What follows belongs to an exercise in optimizing a design on an open flow for small area and a short achievable clock period; a production flow would make more cautious choices. RTL that was checked went through simulation tests only; none was proved equivalent to the original.

## crc_unit
module crc_unit
(
  input  logic                     m,
  input  logic                     reset,
  input  logic                     wr,            
  input  logic                     rd,            
  input  crc_reg_pkg::reg_addr_t   addr,
  input  crc_data_pkg::crc_word_t  wdata,
  output crc_data_pkg::crc_word_t  rdata,
  output logic                     rdata_valid
);
For scale: about 4100 cells after synthesis, roughly 71 I/O pins, about 28000 um^2 of cells after synthesis.
Settings: LEC_CHECK=0, CAP_MARGIN=20, CORE_MARGIN=2, CORE_UTILIZATION=40, PLACE_DENSITY=0.6, SLEW_MARGIN=20, SYNTH_HIERARCHICAL=1, SYNTH_MINIMUM_KEEP_SIZE=0; clock period 15.0 ns.
standard.sh (not shown) runs the stock make flow with config.mk's settings and CLKGATE_MAP_FILE= SYNTH_SCRIPT=/design/flow/synth_recipe.tcl, a recipe that flattens the netlist after the stock synthesis.
==> flow/flow/run.sh <==
#!/bin/bash
# Standard layout, with timing repair aimed well below the clock period so
# that the achieved period shrinks; constraints are left as given.
set -o pipefail
cat standard.sh > standard_copy.log
cat config.mk > config_copy.log
export SETUP_SLACK_MARGIN=7.5
export TNS_END_PERCENT=20
# port buffers: the smallest plain buffer, resized later where timing needs it
export BUFFER_PORTS_ARGS="-buffer_cell sky130_fd_sc_hd__buf_1"
bash standard.sh synth > synth.log 2>&1 || exit 1
bash standard.sh > finish.log 2>&1 || exit 1
Change:
--- a/flow/flow/run.sh
+++ b/flow/flow/run.sh
@@ -6,3 +6,3 @@
 cat config.mk > config_copy.log
-export SETUP_SLACK_MARGIN=7.5
+export SETUP_SLACK_MARGIN=8.5
 export TNS_END_PERCENT=20
After rerunning:
- clock skew is higher by 0.0048 ns
- setup slack gains 0.21 ns
- wire length is higher by a little under a tenth
- final area is higher by a few percent
- synthesized cell count is unchanged
- flip-flop and latch count does not change
- die area does not change
Change:
- CORE_UTILIZATION: 40 -> 50
- PLACE_DENSITY: 0.6 -> 0.65
Outcome:
- The new run finished clean
- worst hold slack degrades by 0.0041 ns
- core utilization rose by 12 points
- via count rose by 2.5%
- worst setup slack degrades by 0.31 ns
- synthesized area does not change
- wire length rose by 3.5%
- final cell count fell by 3.1%
Change:
--- a/flow/flow/run.sh
+++ b/flow/flow/run.sh
@@ -6,4 +6,4 @@
 cat config.mk > config_copy.log
-export SETUP_SLACK_MARGIN=8.5
-export TNS_END_PERCENT=20
+export SETUP_SLACK_MARGIN=7.5
+export TNS_END_PERCENT=100
 # port buffers: the smallest plain buffer, resized later where timing needs it
- CORE_UTILIZATION: 50 -> 40
- PLACE_DENSITY: 0.65 -> 0.6
Result: Routed wire length went down by roughly a tenth. Cell area went down by a little under a tenth. Count of clock-buffer cells in the layout is unchanged. Synthesized cell count does not change. Via count went down by a few percent. Clock skew went down by 0.0044 ns. Die area went up by a quarter to a third.
Change:
--- a/flow/flow/run.sh
+++ b/flow/flow/run.sh
@@ -6,4 +6,4 @@
 cat config.mk > config_copy.log
-export SETUP_SLACK_MARGIN=7.5
-export TNS_END_PERCENT=100
+export SETUP_SLACK_MARGIN=8
+export TNS_END_PERCENT=20
 # port buffers: the smallest plain buffer, resized later where timing needs it
Cell area rises by 8.4%; sequential share of layout area falls by 0.59 points; first-iteration DRC count rises by 26%; register-to-register slack barely changes; via count rises by 6.7%; routed wire length rises by 11%; hold slack is about the same; worst setup slack gets better by 0.095 ns; global-route usage rises by 1.6 points; clock-buffer cell count does not change.

---

before:
crc_unit, a different RTL version from the one above (not shown whole).
Size: about 3,400 cells after synthesis, roughly 71 I/O pins.
==> flow/config.mk <==
export PLATFORM = sky130hd
export DESIGN_NAME = crc_unit
export DESIGN_NICKNAME = crc_unit
export VERILOG_FILES = /design/flow/design.v
export SDC_FILE = /design/flow/constraint.sdc
export NUM_CORES = 4
export LEC_CHECK = 0
export CAP_MARGIN = 20
export CORE_MARGIN = 2
export CORE_UTILIZATION = 55
export PLACE_DENSITY = 0.7
export SLEW_MARGIN = 20
export SYNTH_HIERARCHICAL = 1
export SYNTH_MINIMUM_KEEP_SIZE = 0
==> flow/constraint.sdc <==
create_clock -name core_clock -period 15.0 [get_ports {m}]
set_input_delay 3.0000 -clock core_clock [delete_from_list [all_inputs] [get_ports {m}]]
set_output_delay 3.0000 -clock core_clock [all_outputs]
set_load 0.01 [all_outputs]
==> flow/flow/run.sh <==
#!/bin/bash
# Standard layout, with timing repair aimed well below the clock period so
# that the achieved period shrinks; constraints are left as given.
set -o pipefail
cat standard.sh > standard_copy.log
cat config.mk > config_copy.log
export SETUP_SLACK_MARGIN=7
export TNS_END_PERCENT=20
bash standard.sh synth > synth.log 2>&1 || exit 1
bash standard.sh > finish.log 2>&1 || exit 1
#### Input delta (after over before)
Settings: CORE_UTILIZATION now 40, was 55; PLACE_DENSITY now 0.6, was 0.7; SETUP_SLACK_MARGIN now 4, previously not set.
==> flow/run.sh (new file) <==
#!/bin/bash
# synth_recipe.tcl (not shown) runs the flow's synth.tcl, then flattens the netlist and writes it again
# the make line also repeats each setting of config.mk as NAME=value (left out here)
make -C /OpenROAD-flow-scripts/flow DESIGN_CONFIG=/design/flow/config.mk WORK_HOME=/design/flow/orfs CLKGATE_MAP_FILE= SYNTH_SCRIPT=/design/flow/synth_recipe.tcl finish
removed: flow/flow/run.sh
removed: flow/standard.sh
==> comparison <==
after: signed area change from the synthesized netlist to the final layout is 17 points lower than what before reported. Summary: with before as the reference, number of DRC markers after the initial detailed-route iteration in after moved down by more than a quarter. Per the comparison of after with before, arrival time of the worst setup path climbed 2040 ps, number of global-route vias before repair dropped about 14%, post-CTS setup buffer count dropped 110, sum of met2 wire segment lengths after detailed routing dropped 12%. ~same number of multi-input logic gates in after and before. Delta (after minus before): portion of the clock cycle consumed by the worst path in the final layout went up by 13 points, overall fraction of global-route tracks in use went down by 17 points.
No run of this note included a check of the RTL's function; only the layout flow was run.

---

the previous run:
Another version of the RTL of crc_unit (not shown whole).
For scale: roughly 71 I/O pins.
Settings: LEC_CHECK=0, CAP_MARGIN=20, CORE_MARGIN=2, CORE_UTILIZATION=40, PLACE_DENSITY=0.6, SLEW_MARGIN=20, SYNTH_HIERARCHICAL=1, SYNTH_MINIMUM_KEEP_SIZE=0; clock period 15.0 ns.
==> flow/flow/run.sh <==
#!/bin/bash
# Standard layout, with timing repair aimed well below the clock period so
# that the achieved period shrinks; constraints are left as given.
set -o pipefail
cat standard.sh > standard_copy.log
cat config.mk > config_copy.log
export SETUP_SLACK_MARGIN=7.5
export TNS_END_PERCENT=20
# port buffers: the smallest plain buffer, resized later where timing needs it
export BUFFER_PORTS_ARGS="-buffer_cell sky130_fd_sc_hd__buf_1"
bash standard.sh synth > synth.log 2>&1 || exit 1
bash standard.sh > finish.log 2>&1 || exit 1
Input-level comparison between the current run and the previous run:
-- flow/flow/run.sh --
<<< the previous run, line 5
cat standard.sh > standard_copy.log
cat config.mk > config_copy.log
export SETUP_SLACK_MARGIN=7.5
export TNS_END_PERCENT=20
# port buffers: the smallest plain buffer, resized later where timing needs it
>>> the current run, line 5
cat standard.sh > standard_copy.log
cat config.mk > config_copy.log
export SETUP_SLACK_MARGIN=7
export TNS_END_PERCENT=20
# port buffers: the smallest plain buffer, resized later where timing needs it
--- outcome ---
- Status: overall track demand over capacity in global routing parity (the current run, the previous run)
- The clock skew of the current run is higher than that of the previous run.
- Re worst setup margin: the current run is 0.30 ns down on the previous run.
- Lower number of buffers and inverters on the critical path among the previous run and the current run: the current run
- Pin count of the biggest net entering global routing grows by more than 10% when moving from the previous run to the current run.
- Diff the previous run -> the current run | non-clock buffer count | down by more than 10%
- In the metrics for the previous run and the current run, the one carrying the lower wire length is the current run.
- Summary of the current run over the previous run: wire length of the first global-routing pass shows no meaningful change, clock period minus worst slack shows an increase of 0.30 ns.
- Total cell area at the placement stage delta (the current run -> the previous run): insignificant

---

crc_unit, a different RTL version from the one above (not shown whole).
For scale: about 3600 cells after synthesis, roughly 71 I/O pins, ~26000 um2 of cells after synthesis.
==> flow/config.mk <==
export PLATFORM = sky130hd
export DESIGN_NAME = crc_unit
export DESIGN_NICKNAME = crc_unit
export VERILOG_FILES = /design/flow/design.v
export SDC_FILE = /design/flow/constraint.sdc
export NUM_CORES = 4
export LEC_CHECK = 0
export CAP_MARGIN = 20
export CORE_MARGIN = 2
export CORE_UTILIZATION = 40
export PLACE_DENSITY = 0.6
export SLEW_MARGIN = 20
export SYNTH_HIERARCHICAL = 1
export SYNTH_MINIMUM_KEEP_SIZE = 0
==> flow/constraint.sdc <==
create_clock -name core_clock -period 15.0 [get_ports {m}]
set_input_delay 3.0000 -clock core_clock [delete_from_list [all_inputs] [get_ports {m}]]
set_output_delay 3.0000 -clock core_clock [all_outputs]
set_load 0.01 [all_outputs]
==> flow/flow/run.sh <==
#!/bin/bash
# Standard layout, with timing repair aimed well below the clock period so
# that the achieved period shrinks; constraints are left as given.
set -o pipefail
cat standard.sh > standard_copy.log
cat config.mk > config_copy.log
export SETUP_SLACK_MARGIN=7
export TNS_END_PERCENT=20
bash standard.sh synth > synth.log 2>&1 || exit 1
bash standard.sh > finish.log 2>&1 || exit 1
Change:
--- a/flow/flow/run.sh
+++ b/flow/flow/run.sh
@@ -7 +7 @@
-export SETUP_SLACK_MARGIN=7
+export SETUP_SLACK_MARGIN=8.5
After rerunning: Utilization is higher by 1.7 points. Clock-buffer cell count is lower by 3. Global-route usage is higher by 2.2 points. Die area does not change. Via count is higher by 3.1%. Worst setup slack gets better by 0.29 ns. Wire length is higher by 8.2%. Area after synthesis is unchanged. Design area is higher by 3.5%.
No functional check of the RTL was part of any run of this note.

---

RTL: one of the versions met above, not the one the previous note started from.
Size in the first run: roughly 4100 cells after synthesis, ~71 I/O pins, about 0.028 mm² of cells after synthesis.
Settings: LEC_CHECK=0, CAP_MARGIN=20, CORE_MARGIN=2, CORE_UTILIZATION=40, PLACE_DENSITY=0.6, SLEW_MARGIN=20, SYNTH_HIERARCHICAL=1, SYNTH_MINIMUM_KEEP_SIZE=0; clock period 15.0 ns.
==> flow/flow/run.sh <==
#!/bin/bash
# Standard layout, with timing repair aimed well below the clock period so
# that the achieved period shrinks; constraints are left as given.
set -o pipefail
cat standard.sh > standard_copy.log
cat config.mk > config_copy.log
export SETUP_SLACK_MARGIN=7.5
export TNS_END_PERCENT=5
# port buffers: the smallest plain buffer, resized later where timing needs it
export BUFFER_PORTS_ARGS="-buffer_cell sky130_fd_sc_hd__buf_1"
bash standard.sh synth > synth.log 2>&1 || exit 1
bash standard.sh > finish.log 2>&1 || exit 1
Change:
--- a/flow/flow/run.sh
+++ b/flow/flow/run.sh
@@ -7,2 +7,2 @@
-export SETUP_SLACK_MARGIN=7.5
-export TNS_END_PERCENT=5
+export SETUP_SLACK_MARGIN=10
+export TNS_END_PERCENT=20
Effect:
- final area rises by 7.6%
- first-iteration DRC count rises by 31%
- sequential share of layout area falls by 0.54 points
- routed wire length rises by 12%
- setup slack improves by 0.19 ns

---

Starting RTL as in the previous note.
export LEC_CHECK = 0
export CAP_MARGIN = 20
export CORE_MARGIN = 2
export CORE_UTILIZATION = 40
export PLACE_DENSITY = 0.6
export SLEW_MARGIN = 20
export SYNTH_HIERARCHICAL = 1
export SYNTH_MINIMUM_KEEP_SIZE = 0
create_clock -name core_clock -period 15.0 [get_ports {m}]
==> flow/flow/run.sh <==
#!/bin/bash
# Standard layout, with timing repair aimed well below the clock period so
# that the achieved period shrinks; constraints are left as given.
set -o pipefail
cat standard.sh > standard_copy.log
cat config.mk > config_copy.log
export SETUP_SLACK_MARGIN=7
export TNS_END_PERCENT=20
# port buffers: the smallest plain buffer, resized later where timing needs it
export BUFFER_PORTS_ARGS="-buffer_cell sky130_fd_sc_hd__buf_1"
bash standard.sh synth > synth.log 2>&1 || exit 1
bash standard.sh > finish.log 2>&1 || exit 1
Rerun with:
--- a/flow/flow/run.sh
+++ b/flow/flow/run.sh
@@ -6,3 +6,3 @@
 cat config.mk > config_copy.log
-export SETUP_SLACK_MARGIN=7
+export SETUP_SLACK_MARGIN=7.5
 export TNS_END_PERCENT=20
--- a/flow/config.mk
+++ b/flow/config.mk
@@ -9,3 +9,3 @@
 export CORE_MARGIN = 2
-export CORE_UTILIZATION = 40
+export CORE_UTILIZATION = 35
 export PLACE_DENSITY = 0.6
- area after synthesis stays the same
- setup slack improved by 0.38 ns
- count of clock-buffer cells in the layout is unchanged
- global-route usage fell by 3.6 points
- register-to-register slack improved by 0.43 ns
- clock skew is about the same
Rerun with:
--- a/flow/flow/run.sh
+++ b/flow/flow/run.sh
@@ -6,3 +6,3 @@
 cat config.mk > config_copy.log
-export SETUP_SLACK_MARGIN=7.5
+export SETUP_SLACK_MARGIN=6.5
 export TNS_END_PERCENT=20
--- a/flow/config.mk
+++ b/flow/config.mk
@@ -9,3 +9,3 @@
 export CORE_MARGIN = 2
-export CORE_UTILIZATION = 35
+export CORE_UTILIZATION = 40
 export PLACE_DENSITY = 0.6
Register-to-register slack loses 0.84 ns.
Sequential share of layout area went up by 0.37 points.
Fmax went down by about 10%.
Wire length went down by 0.54%.
Non-clock buffer count went down by 20.
Synthesized cell count stays the same.
Via count went down by 1.1%.
Die area went down by about 12%.
Design area went down by 4.5%.
Sequential cell count does not change.

## what the ideal ports hide
In the flow no input, the clock included, has a driving cell. The finished layouts below were timed again as built, in two steps.
Step 1 (the two cells are an assumption about what drives the block):
set clk [get_ports {m}]
set_driving_cell -lib_cell sky130_fd_sc_hd__clkbuf_16 $clk
set_driving_cell -lib_cell sky130_fd_sc_hd__buf_2 [delete_from_list [all_inputs] $clk]
Step 2 moves the port delays by t, midway between the first and last clock arrival at a register: inputs arrive t later, outputs are due t later. That takes back most of the time a late clock gives input paths.
Slacks: ideal / step 1 / step 2; pairs: ideal / step 1.
| run | t (ns) | setup WS [ns] | worst register clock-pin slew, ns |
|---|---|---|---|
| the first run of note 1 | 0.440 | 7.571 / 7.594 / 7.154 | 0.09 / 0.09 |
| the second run of note 1 | 0.434 | 7.783 / 7.801 / 7.366 | 0.10 / 0.10 |
| the third run of note 1 | 0.451 | 7.477 / 7.477 / 7.198 | 0.10 / 0.10 |
| the fourth run of note 1 | 0.440 | 7.571 / 7.594 / 7.154 | 0.09 / 0.09 |
| the fifth run of note 1 | 0.443 | 7.666 / 7.666 / 7.261 | 0.09 / 0.09 |
| before | 0.415 | 6.414 / 6.414 / 6.182 | 0.08 / 0.08 |
| after | 0.410 | 4.452 / 4.452 / 4.452 | 0.08 / 0.08 |
| the previous run | 0.456 | 7.457 / 7.457 / 7.109 | 0.10 / 0.10 |
| the current run | 0.480 | 7.160 / 7.160 / 6.681 | 0.11 / 0.11 |
| the first run of note 4 | 0.437 | 6.860 / 6.860 / 6.569 | 0.08 / 0.08 |
| the second run of note 4 | 0.455 | 7.146 / 7.160 / 6.726 | 0.11 / 0.11 |
| the first run of note 5 | 0.440 | 7.571 / 7.594 / 7.154 | 0.09 / 0.09 |
| the second run of note 5 | 0.456 | 7.756 / 7.762 / 7.307 | 0.11 / 0.11 |
| the first run of note 6 | 0.443 | 7.140 / 7.168 / 6.725 | 0.09 / 0.09 |
| the second run of note 6 | 0.446 | 7.522 / 7.556 / 7.110 | 0.09 / 0.09 |
| the third run of note 6 | 0.440 | 6.639 / 6.669 / 6.229 | 0.09 / 0.09 |
After both steps every run listed still meets setup and hold. The setup slack of the current run, which loses most, moves by 0.000 ns with the drivers and by -0.479 ns with both steps.
